Background: an optimization exercise with open tools, aiming at small area, a short achievable clock period and few clock cycles per item. Do not read the settings as production practice.
Only simulation tests tie the RTL to the original design; equivalence was not proved.
Power and IR drop assume default switching activity.

==> flow/design.v (outline; a module is shown in full before it is edited, if it fits) <==
// module vas_m1_tree: 381 lines
// module vas_m2_tree: 394 lines
// module vision_approach_steering: 300 lines
module vision_approach_steering (
   input  logic                          clock,
   input  logic                          reset,
   input  logic                          req_valid,
   output logic                          req_stall,
   input  logic [34:0]                   req_data,
   output logic                          rsp_valid,
   input  logic                          rsp_stall,
   output logic [39:0]                   rsp_data,
   input  logic                          csr_valid,
   output logic                          csr_ready,
   input  logic [2:0]                    csr_index,
   input  logic [15:0]                   csr_wdata
);
  // ...
==> flow/flow/run.sh <==
#!/bin/bash
set -uo pipefail
bash standard.sh SETUP_SLACK_MARGIN=6.8 finish > standard.log 2>&1
status=$?
tail -n 40 standard.log
exit $status
==> flow/standard.sh <==
#!/bin/bash
# synth_recipe.tcl (not shown) runs the flow's synth.tcl, then flattens the netlist and writes it again
# the make line also repeats each setting of config.mk as NAME=value (left out here)
make -C /OpenROAD-flow-scripts/flow DESIGN_CONFIG=/design/flow/config.mk WORK_HOME=/design/flow/orfs CLKGATE_MAP_FILE= SYNTH_SCRIPT=/design/flow/synth_recipe.tcl "${@:-finish}"
==> flow/config.mk <==
export PLATFORM = sky130hd
export DESIGN_NAME = vision_approach_steering
export DESIGN_NICKNAME = vision_approach_steering
export VERILOG_FILES = /design/flow/design.v
export SDC_FILE = /design/flow/constraint.sdc
export NUM_CORES = 4
export LEC_CHECK = 0
export CAP_MARGIN = 20
export CORE_MARGIN = 2
export CORE_UTILIZATION = 65
export SLEW_MARGIN = 20
==> flow/constraint.sdc <==
create_clock -name core_clock -period 11.0 [get_ports {clock}]
set_input_delay 2.2000 -clock core_clock [delete_from_list [all_inputs] [get_ports {clock}]]
set_output_delay 2.2000 -clock core_clock [all_outputs]
set_load 0.01 [all_outputs]
==> impl_metrics.py, run 1 <==
metrics = {
    "detailed_routing": {
        "wl_met3_microns": 6380,
        "top_layer_used": "met4",
        "finalWirelength_microns": 76600,
    },
    "setup_path": {
        "critical_path.cell_chain": "clkdlybuf4s50_1 > or4b_2 > nor4_1 > a211oi_1 > a21oi_2 > o21ai_1 > o211ai_1 > o21ai_0 > o21ai_1",
        "reg2reg_from": "r0_rec[17]$_DFFE_PP_",
        "cp.required_ns": 11.41,
        "worst_setup_path_end_kind": "flop",
    },
    "logic_synthesis": {
        "ys_top_cells_by_area": "edfxtp_1 24%, fa_1 13%, dfxtp_1 9.0%",
        "synth_nets": 3318,
        "synth-seq-cells": 357,
        "synth-seq-area-share": 0.334,
        "ys.flop_type": "edfxtp_1",
    },
    "power": {
        "power_leader": "combinational logic",
        "seq_cell_power_w": 0.00218,
        "p_seq_frac": 0.243,
        "switching_share": 0.453,
    },
    "sta": {
        "fin_ws_ns": 6.85,
        "slew_viol_final": 0,
    },
    "floorplan": {
        "ios": 102,
    },
    "final_layout": {
        "sh_seq_area": 0.301,
        "multi_input_gates": 2086,
        "final_cell_mix": "298 x nand2_1, 278 x inv_1, 230 x edfxtp_1",
        "clk_share": 0.0410,
    },
    "global_route": {
        "track_usage": 0.344,
        "antenna_found_initial": 0,
    },
    "clock_tree": {
        "post_cts_buffers": 7,
    },
    "run_status": {
        "outcome": "finished clean",
    },
}
Testbench counts, summed over its fixed seeds: cycles 4,986, items 4,800.
==> run 2, diff against run 1 <==
==> flow/flow/run.sh (replaced) <==
#!/bin/bash
set -uo pipefail
bash standard.sh SETUP_SLACK_MARGIN=7.0 finish > standard.log 2>&1
status=$?
tail -n 40 standard.log
exit $status
==> impl_metrics.py, run 2 <==
metrics = {
    "detailed_routing": {
        "wl_met3_microns": 6060,
        "wl_met2_microns": 36000,
        "final_antenna_net_count": 0,
        "dr.pass1.iters": 6,
        "avgRoutedWirePerCell_microns": 21.5,
        "vias_per_cell": 6.35,
        "finalWirelength_microns": 76800,
        "drt_iter0_markers": 2420,
        "wl_met1_microns": 30800,
        "top_layer_used": "met4",
        "vias": 22600,
        "drc_errors": 0,
    },
    "logic_synthesis": {
        "synth_cells": 2917,
        "yosys.area.top_type_share": 0.244,
        "netlist_area_sq_mm": 0.0283,
        "synth-edff-count": 230,
        "synth-seq-cells": 357,
        "synth-seq-area-share": 0.334,
        "synth_nets": 3318,
        "ys_types": 85,
        "synth_commonest_cells": "305 x nand2_1, 280 x inv_1, 230 x edfxtp_1, 193 x a22oi_1, 189 x xnor2_1",
        "syn_area_per_cell_sq_um": 9.69,
        "yosys.area.top_type": "edfxtp_1",
        "ys.flop_type": "edfxtp_1",
        "ys_warn_count": 1,
        "synthArstFlopShare": 0,
        "ys_top_cells_by_area": "edfxtp_1 24%, fa_1 13%, dfxtp_1 9.0%",
        "yosysMostFrequentCell": "nand2_1",
    },
    "sta": {
        "fmax_mhz": 250,
        "period_minus_slack_ns": 4.00,
        "tightest_slew_ns": 1.03,
        "fin_tns_setup_ns": 0,
        "slew_viol_final": 0,
        "fin_worst_skew_ns": 0.0256,
        "relSlewSlack": 0.310,
        "post-route-period-util": 0.363,
        "fin_ws_ns": 7.00,
        "rsz0062_at_grt": "true",
        "hold_viol": 0,
        "setup_viol": 0,
    },
    "final_layout": {
        "fin_nets": 3349,
        "num_antenna_cells": 0,
        "final_cell_mix": "293 x nand2_1, 275 x inv_1, 230 x edfxtp_1",
        "area_growth_pct": 13.8,
        "instances_no_fill": 3564,
        "regMostFlops": "o_rsp",
        "fillers": 2995,
        "multi_input_area_sq_mm": 0.0177,
        "drive_above_1_share": 0.122,
        "largest_register_ffs": 40,
        "layout_commonest_cell": "nand2_1",
        "regArea_sq_mm": 0.00946,
    },
    "global_route": {
        "track_usage": 0.340,
        "grt_max_degree": 103,
        "grt_pass1_wl_microns": 120000,
        "antenna_found_initial": 0,
        "grt_overflow": 0,
        "grt_pass1_vias": 22300,
    },
    "power": {
        "leakagePower_nw": 12.9,
        "vdd_drop_max_mv": 0.211,
        "pwr_density_cell_mw_per_mm2": 283,
    },
    "setup_path": {
        "critical_path.cell_chain": "clkbuf_16 > mux2_2 > a22oi_1 > xor2_1 > fa_1 > fa_1 > fa_1 > inv_1 > fa_1",
        "worstSetupStartpointType": "flop",
        "cp_slowest_cell": "fa_1",
        "cp_common_cell": "fa_1",
        "rrSetupSlack_ns": 7.00,
        "reg2reg_from": "r0_rec[24]$_DFFE_PP_",
        "crit_family": "adder cells",
        "reg2regPathDepth": 9,
        "worst_setup_path_end_kind": "flop",
        "worstPathArrival_ns": 4.28,
        "cp.required_ns": 11.28,
        "critPathBufInv": 2,
        "crit_fanout": 33,
        "timing.rr.end": "b_s[16]$_DFFE_PN_",
        "critPathKind": "flop to flop",
        "critPathMaxStageDelay_ns": 0.51,
    },
    "clock_tree": {
        "clk-insertion-delay-late_ns": 0.57,
        "cts_buffers": 39,
        "cts_sinks": 357,
        "htree_levels": 2,
        "clk_path_buf_depth": 3,
        "clockRootBuffer": "clkbuf_16",
        "clkTransAtPathRegs_ns": 0.06,
        "cts_tree": "yes",
    },
    "floorplan": {
        "fp.dieW_microns": 213,
        "fp.dieH_microns": 213,
        "core_sq_mm": 0.0430,
        "start_util": 0.657,
        "rows": 76,
        "ios": 102,
        "dieArea_sq_mm": 0.0452,
    },
    "hold_path": {
        "worstHoldPathCells": 0,
        "min_to": "o_rsp[38]$_DFFE_PN_",
        "min_from": "d_spd[14]$_DFFE_PN_",
        "hold_path_class": "flop to flop",
    },
    "placement": {
        "place_inst": 3439,
        "pre_cts_slack_ns": 5.94,
        "numPortBuffers": 100,
        "hpwl_microns": 55200,
        "gp_congestion": 0.925,
    },
    "flow_run": {
        "drv_cap": 0,
    },
    "run_status": {
        "outcome": "finished clean",
    },
}
[run 2: cell counts after synthesis]
Identical to the previous run, type by type.
[run 2: routing by layer]
metal  track usage  up-vias
li1              -    10300
met1         0.443    11100
met2         0.563     1061
met3        0.0521      261
met4         0.157        0
met5             0        -
[run 2: report_power, final]
group | switching, W | leakage (nW) | internal (W)
sequential | 0.000176 | 3.60 | 0.00201
clock | 0.000551 | 0.654 | 0.000789
combinational | 0.00337 | 8.63 | 0.00221
[run 2: cell type report]
class | instances | area share
multi-input cells | 2085 | 0.551
clock inverters | 21 | 0.00572
well taps | 585 | 0.0228
flip-flops and latches | 357 | 0.294
inverters | 281 | 0.0332
clock buffers | 51 | 0.0356
repair buffers | 184 | 0.0569
[run 2: per-stage QoR]
step / area, sq um / util / power (W) / hold slack [ns]
4_1_cts: 31500 / 0.734 / 0.00896 / 0.417
2_1_floorplan: 28400 / - / 0.00590 / 0.400
3_3_place_gp: 29600 / 0.688 / 0.00731 / 0.400
3_5_place_dp: 29600 / 0.689 / 0.00754 / 0.405
6_report: 32200 / 0.748 / 0.00910 / 0.414
5_1_grt: 32200 / 0.748 / 0.00981 / 0.420
[run 2: cell families (layout without fill, tap and decap cells)]
family | count (synthesis) | after routing | synth area share
AOI/OAI and AO/OA | 717 | 718 | 0.172
xor gates and xnor gates | 301 | 301 | 0.0933
adders and majority gates | 342 | 342 | 0.201
buffers and inverters | 477 | 537 | 0.0645
DFF | 357 | 357 | 0.334
muxes | 70 | 70 | 0.0266
other | 1 | 1 | 0.000133
and+or+nand+nor | 652 | 653 | 0.108
[run 2: how the worst max path moves through the flow]
stage,startpoint,to,depth (start not counted)
after detailed placement,req_data[24],r0_rec[16]$_DFFE_PP_,12
after floorplan,rsp_stall,ldm_ff[11]$_SDFFE_PP0P_,8
final,r0_rec[24]$_DFFE_PP_,b_s[16]$_DFFE_PN_,9
after global placement,req_data[24],r0_rec[16]$_DFFE_PP_,12
after global routing,r0_rec[24]$_DFFE_PP_,b_s[16]$_DFFE_PN_,9
after CTS,o_v$_SDFFE_PP0N_,rsp_valid,1
[run 2: repair_timing]
| item | in CTS | in global routing |
|---|---|---|
| gates resized for setup | 119 | 103 |
| gates cloned | 1 | 2 |
| hold buffers | 0 | 0 |
| buffers inserted | 24 | 25 |
| endpoints found under the setup margin | 96 | 55 |
| pin swaps | 22 | 35 |

## static timing again, ports no longer ideal
In the flow no input, the clock included, has a driving cell. The finished layouts below were timed again as built, in two steps. Step 1 (the two cells are an assumption about what drives the block):
set clk [get_ports {clock}]
set_driving_cell -lib_cell sky130_fd_sc_hd__clkbuf_16 $clk
set_driving_cell -lib_cell sky130_fd_sc_hd__buf_2 [delete_from_list [all_inputs] $clk]
Step 2 moves the port delays by t, midway between the first and last clock arrival at a register: inputs arrive t later, outputs are due t later. That takes back most of the time a late clock gives input paths. a / b / c = no drivers / after step 1 / after step 2; a / b = the first two.
run | shift t [ns] | setup WS [ns] | worst hold slack (ns) | worst data-port slew with drivers (ns)
run 1 | 0.620 | 6.854 / 6.843 / 6.269 | 0.412 / 0.412 / 0.412 | 0.05
run 2 | 0.613 | 7.004 / 7.004 / 6.475 | 0.414 / 0.414 / 0.414 | 0.06
After both steps every run listed still meets setup and hold. For run 1, which loses most, drivers alone change the setup slack by -0.011 ns; drivers and shift together by -0.585 ns.
